Source: an optimization exercise on an open RTL-to-GDS flow (aim: small area, a short achievable clock period and few clock cycles per item). Production flows keep margins and buffers that such runs may drop. RTL that was checked went through simulation tests only; none was proved equivalent to the original. The flow treats the clock pin as an ideal source, which a real chip does not have. No activity file was given, so power comes from the tool's default toggle rates.

Setup of run 1:
==> flow/design.v (excerpt) <==
module fc_layer_mac #(
    parameter int IN_DIM      = 256,
    parameter int OUT_DIM     = 32,
    parameter int IN_W        = 8,
    parameter int W_W         = 8,
    parameter int ACC_W       = 32,
    parameter int OUT_SHIFT   = 7,
    parameter int BIAS_LSHIFT = 7,
    parameter int RELU        = 1,
    parameter int OUT_W       = 8,
    parameter int WA_W        = $clog2(IN_DIM * OUT_DIM),
    parameter int BA_W        = (OUT_DIM > 1) ? $clog2(OUT_DIM) : 1
) (
    input  logic                    clk,
    input  logic                    rst_n,
    input  logic                    in_valid,
    output logic                    in_ready,
    input  logic signed [IN_W-1:0]  in_data,
    output logic [WA_W-1:0]         w_addr,
    input  logic signed [W_W-1:0]   w_q,
    output logic [BA_W-1:0]         b_addr,
    input  logic signed [W_W-1:0]   b_q,
    output logic                    out_valid,
    input  logic                    out_ready,
    output logic signed [OUT_W-1:0] out_data,
    output logic [BA_W-1:0]         out_idx,
    output logic                    out_last,
  ...
For scale: about 1400 cells after synthesis, about 850 flip-flops, roughly 63 I/O pins, ~21000 µm² of cells after synthesis.
Settings: LEC_CHECK=0, CAP_MARGIN=20, CORE_MARGIN=2, CORE_UTILIZATION=60, SLEW_MARGIN=20; clock period 9.0 ns.
standard.sh (not shown) runs the stock make flow with config.mk's settings and CLKGATE_MAP_FILE= SYNTH_SCRIPT=/design/flow/synth_recipe.tcl, a recipe that flattens the netlist after the stock synthesis.
==> flow/flow/run.sh <==
#!/bin/bash
# Own layout flow: the standard ORFS flow (standard.sh), unchanged
# synthesis, with extra ORFS make variables, one per line, from
# flow/knobs.txt (timing-repair target, clock-tree clustering, port buffer
# cell). ORFS keeps each tool's log under orfs/logs; make's own output goes
# to run_standard.log in this folder.
set -euo pipefail
mapfile -t KNOBS < <(grep -v '^#' flow/knobs.txt | grep -v '^[[:space:]]*$')
bash standard.sh "${KNOBS[@]}" finish > run_standard.log 2>&1
==> flow/flow/knobs.txt <==
SETUP_SLACK_MARGIN=6.3
CTS_CLUSTER_SIZE=30
CTS_CLUSTER_DIAMETER=80
BUFFER_PORTS_ARGS=-buffer_cell sky130_fd_sc_hd__buf_2
Run 1 ended with every stage complete and zero timing, DRC or antenna violations.
Testbench counts of run 1, summed over its fixed seeds: cycles 262,968, vectors 32.
Edits applied to the flow inputs when going from run 1 to run 2:
==> flow/flow/knobs.txt <==
SETUP_SLACK_MARGIN=6.20
CTS_CLUSTER_SIZE=35
CTS_CLUSTER_DIAMETER=70
BUFFER_PORTS_ARGS=-buffer_cell sky130_fd_sc_hd__buf_2
CTS_ARGS=-sink_clustering_enable -repair_clock_nets -sink_clustering_size 35 -sink_clustering_max_diameter 70 -dont_use_dummy_load
### Flow results
Summary of run 2 over run 1: total wirelength of the detailed-routed design went down; first-pass iteration count of the detailed router went down.
Across both runs, number of global-route vias before repair was lower for run 2 than for run 1.
The worst setup slack of run 2 exceeds that of run 1 by 0.018 ns.
Going from run 1 to run 2, post-route worst hold slack down 0.059 ns, number of antenna violations at the first check in global routing fell 1, non-clock buffer count saw a decrease.
Run 2 reached the final stage; the timing, design-rule and antenna checks on its layout passed.
## Diff of input files: run 3 against run 2
==> flow/flow/run.sh <==
#!/bin/bash
# Own layout flow: the standard ORFS flow (standard.sh), unchanged
# synthesis, with extra ORFS make variables, one per line, from
# flow/knobs.txt (timing-repair target, clock-tree clustering, port buffer
# cell), and flow/post_cts.tcl run at the end of the CTS step to drop the
# clock tree's middle buffer level. ORFS keeps each tool's log under
# orfs/logs; make's own output goes to run_standard.log in this folder.
set -euo pipefail
mapfile -t KNOBS < <(grep -v '^#' flow/knobs.txt | grep -v '^[[:space:]]*$')
bash standard.sh "${KNOBS[@]}" "POST_CTS_TCL=$PWD/flow/post_cts.tcl" finish > run_standard.log 2>&1
==> flow/flow/knobs.txt <==
SETUP_SLACK_MARGIN=6.20
CTS_CLUSTER_SIZE=30
CTS_CLUSTER_DIAMETER=80
BUFFER_PORTS_ARGS=-buffer_cell sky130_fd_sc_hd__buf_2
==> flow/flow/post_cts.tcl (new file) <==
# Sourced by ORFS's CTS step after clock tree synthesis and its timing repair
# (POST_CTS_TCL). Flattens the clock tree by one level: the leaf clock
# buffers are driven straight from the root buffer's net and the middle-level
# buffers that drove them are removed. Every register still gets its clock
# through the root buffer and its leaf buffer; only the common insertion delay
# shrinks.
set block [ord::get_db_block]
set root [$block findInst clkbuf_0_clk]
set root_net [[$root findITerm X] getNet]
set removed 0
foreach it [$root_net getITerms] {
  set inst [$it getInst]
  if {$inst == $root} { continue }
  set name [$inst getName]
  if {![string match "clkbuf_*__f_clk" $name]} { continue }
  set out_net [[$inst findITerm X] getNet]
  set loads {}
  foreach lt [$out_net getITerms] {
    if {[$lt getInst] != $inst} { lappend loads $lt }
  }
  foreach lt $loads {
    $lt disconnect
    $lt connect $root_net
  }
  [$inst findITerm X] disconnect
  [$inst findITerm A] disconnect
  odb::dbInst_destroy $inst
  odb::dbNet_destroy $out_net
  incr removed
}
puts "post_cts: removed $removed middle-level clock buffers; root net has [llength [$root_net getITerms]] pins"
estimate_parasitics -placement
report_clock_min_period
Findings:
- The number of clock buffers in the layout in run 3 sits 1 above the value recorded for run 2.
- Compared with run 2, in run 3 wire length of the first global-routing pass was more or less identical; source-to-sink clock delay at the later pin of the worst-skew pair went up by 0.11 ns.
- Compared run 2 against run 3; cell count after synthesis within noise.
- Taking run 2 as the reference, in run 3 post-layout total power closely matched the old numbers; worst setup slack decreased by 0.12 ns relative to the old numbers.
- Changes observed in run 3 relative to run 2: final cell count now sits higher, global routing usage summed across all routing layers increased 0.84 points, initial detailed-routing violation count now larger, wire length rose by about 0.37%.
- Cmp run 3 vs run 2: cell area higher in run 3
Here is what was changed in the inputs of run 4 compared with run 3.
Settings: CORE_UTILIZATION: 60 -> 75.
==> flow/flow/run.sh <==
#!/bin/bash
# Own layout flow: the standard ORFS flow (standard.sh), unchanged
# synthesis, with extra ORFS make variables, one per line, from
# flow/knobs.txt (timing-repair target, clock-tree clustering, port buffer
# cell). ORFS keeps each tool's log under orfs/logs; make's own output goes
# to run_standard.log in this folder.
set -euo pipefail
mapfile -t KNOBS < <(grep -v '^#' flow/knobs.txt | grep -v '^[[:space:]]*$')
bash standard.sh "${KNOBS[@]}" finish > run_standard.log 2>&1
removed: flow/flow/post_cts.tcl
## What came out
The higher fraction of power consumed by the clock network of run 3 and run 4 is in run 4.
Run 3 | stages: all done | timing, DRC, antenna: all pass
The flow did not stop early for run 4: all stages ran, and the layout cleared the timing, design-rule and antenna checks.
Summary of run 4 over run 3: post-route total power picked up an extra 4.4%, total number of nets in the final design neither gained nor lost much.
Run 3 → run 4: maximum frequency rose 2.7%, wire length of the first global-routing pass moved up.
--- input diff run 4..run 5 ---
Settings: CORE_UTILIZATION now 40, was 75.
==> flow/flow/knobs.txt <==
SETUP_SLACK_MARGIN=6.3
CTS_CLUSTER_SIZE=30
CTS_CLUSTER_DIAMETER=80
BUFFER_PORTS_ARGS=-buffer_cell sky130_fd_sc_hd__buf_1
==> run notes <==
- The weighted congestion reported at the end of routability-driven placement of run 5 is lower than that of run 4.
- For worst-case hold slack, run 5 and run 4 come out practically identical.
- The run with more setup slack is run 4; run 5 has less.
- Compared run 5 vs run 4, and number of standard-cell rows in the floorplan is up in run 5.
- Final critical-path share of the clock period for run 5 is higher than for run 4.
- Run 4 -> run 5: number of placed I/O pins delta 0, exact match
Setup changes, run 5 to run 6
Settings: CORE_UTILIZATION changed from 40 to 60.
==> flow/flow/run.sh <==
#!/bin/bash
# Own layout flow: the standard ORFS flow (standard.sh), unchanged
# synthesis, with extra ORFS make variables, one per line, from
# flow/knobs.txt (timing-repair target, clock-tree clustering and options,
# port buffer
# cell). ORFS keeps each tool's log under orfs/logs; make's own output goes
# to run_standard.log in this folder.
set -euo pipefail
mapfile -t KNOBS < <(grep -v '^#' flow/knobs.txt | grep -v '^[[:space:]]*$')
bash standard.sh "${KNOBS[@]}" finish > run_standard.log 2>&1
==> flow/flow/knobs.txt <==
SETUP_SLACK_MARGIN=6.20
CTS_CLUSTER_SIZE=35
CTS_CLUSTER_DIAMETER=70
BUFFER_PORTS_ARGS=-buffer_cell sky130_fd_sc_hd__buf_2
CTS_ARGS=-sink_clustering_enable -repair_clock_nets -sink_clustering_size 35 -sink_clustering_max_diameter 70 -dont_use_dummy_load
==> comparison <==
Re share of power burned in combinational logic: run 5 and run 6 aren't equal, and the lower value belongs to run 6. Between run 5 and run 6, the total of endpoints with negative setup slack in the final report does not differ in any meaningful way. As far as maximum fanout encountered on the critical timing path goes, run 6 and run 5 are indistinguishable; the numbers are identical. Compared with run 5, in run 6 fraction of power consumed by the clock network decreased 1.8 points; fmax increased about 2.3%. Changes observed in run 6 relative to run 5: instance area at placement dropped about 1.1%; first-pass GRT wire length dropped 7.3%.

## job 2333
fc_layer_mac, a different RTL version from the one above (not shown whole).
For scale: about 1500 cells after synthesis, roughly 840 flip-flops.
==> flow/config.mk <==
export PLATFORM = sky130hd
export DESIGN_NAME = fc_layer_mac
export DESIGN_NICKNAME = fc_layer_mac
export VERILOG_FILES = /design/flow/design.v
export SDC_FILE = /design/flow/constraint.sdc
export NUM_CORES = 4
export LEC_CHECK = 0
export CAP_MARGIN = 20
export CORE_MARGIN = 2
export CORE_UTILIZATION = 40
export SLEW_MARGIN = 20
==> flow/constraint.sdc <==
create_clock -name core_clock -period 9.0 [get_ports {clk}]
set_input_delay 1.8000 -clock core_clock [delete_from_list [all_inputs] [get_ports {clk}]]
set_output_delay 1.8000 -clock core_clock [all_outputs]
set_load 0.01 [all_outputs]
==> flow/flow/run.sh <==
#!/bin/bash
# Own layout flow: the standard ORFS flow (standard.sh), unchanged synthesis,
# with the extra ORFS make variables listed in flow/knobs.txt (timing-repair
# effort). Each tool's output stays in orfs/logs; make's own output goes to
# run_standard.log in this folder.
set -euo pipefail
KNOBS=$(grep -v '^#' flow/knobs.txt | tr '\n' ' ')
bash standard.sh $KNOBS finish > run_standard.log 2>&1
==> flow/flow/knobs.txt <==
SETUP_SLACK_MARGIN=6.1
The following lists how job 1526 was set up differently from job 2333:
==> flow/flow/knobs.txt <==
SETUP_SLACK_MARGIN=6.1
CTS_CLUSTER_SIZE=30
CTS_CLUSTER_DIAMETER=80
Results
- Every run in the comparison, job 2333 and job 1526, completed the flow with a clean layout.
- Fraction of met3 tracks used by global routing in job 1526 is 0.19 points below job 2333.
- [diff] design area, job 1526 relative to job 2333: improvement
- Going from job 2333 to job 1526, wire length shrank by a few percent.
- Going from job 2333 to job 1526, global-route usage over all layers shrinks by 0.62 points.
- Relative to job 2333, relative slew slack decreased by 2.4 points in job 1526.
For job 1030, these inputs were changed with respect to job 1526:
==> flow/flow/knobs.txt <==
SETUP_SLACK_MARGIN=5.8
==> comparison <==
Job 1030: done, clean on timing, DRC and antenna. Final count of negative-setup-slack endpoints came out exactly the same in job 1526 and job 1030. Between job 1030 and job 1526, it is job 1030 whose number of diodes added for antenna fixing is higher, by 1. As of job 1030, power had risen by more than 10% compared to job 1526. [compare] base=job 1526 new=job 1030: half-perimeter wire length after placement closely matched the old numbers; maximum clock frequency decreased by about 6% relative to the old numbers; non-clock buffer count in the final layout decreased by about 20% relative to the old numbers. Cell area of job 1030 exceeds that of job 1526 by a few percent. Job 1030 vs job 1526: via count of the first global-routing pass up. Clock buffer count in the final layout for job 1030: 67 up relative to job 1526. Job 1526 -> job 1030: number of nets in the layout increased slightly.
No functional check of the RTL was part of any run of this note.

-- port drivers added, routing unchanged --
How much do the figures lean on ideal ports? The routed layouts below were timed once more, with nothing changed but the port constraints.
Step 1 (the two cells are an assumption about what drives the block):
set clk [get_ports {clk}]
set_driving_cell -lib_cell sky130_fd_sc_hd__clkbuf_16 $clk
set_driving_cell -lib_cell sky130_fd_sc_hd__buf_2 [delete_from_list [all_inputs] $clk]
Step 2 adds t to the input delays and takes it off the output delays; t is the mean of the earliest and latest rising clock arrival at the registers after step 1. Input paths then give back, and output paths get back, about the clock's delay inside the block.
Three values: no drivers, after step 1, after step 2; two values: the first two.
| run | t, ns | setup WS [ns] | worst data-port slew with drivers (ns) |
|---|---|---|---|
| run 1 | 0.595 | 6.183 / 6.128 / 5.857 | 0.06 |
| run 2 | 0.568 | 6.201 / 6.145 / 5.780 | 0.04 |
| run 3 | 0.694 | 6.084 / 6.029 / 5.826 | 0.04 |
| run 4 | 0.599 | 6.161 / 6.109 / 5.692 | 0.05 |
| run 5 | 0.617 | 6.138 / 6.086 / 5.812 | 0.05 |
| run 6 | 0.568 | 6.201 / 6.145 / 5.780 | 0.04 |
| job 2333 | 0.657 | 5.994 / 5.942 / 5.715 | 0.08 |
| job 1526 | 0.617 | 6.028 / 5.978 / 5.731 | 0.08 |
| job 1030 | 0.651 | 5.848 / 5.798 / 5.733 | 0.09 |
After both steps setup and hold are still met in every run listed. The setup slack of run 4, which loses most, moves by -0.052 ns with the drivers and by -0.469 ns with both steps.
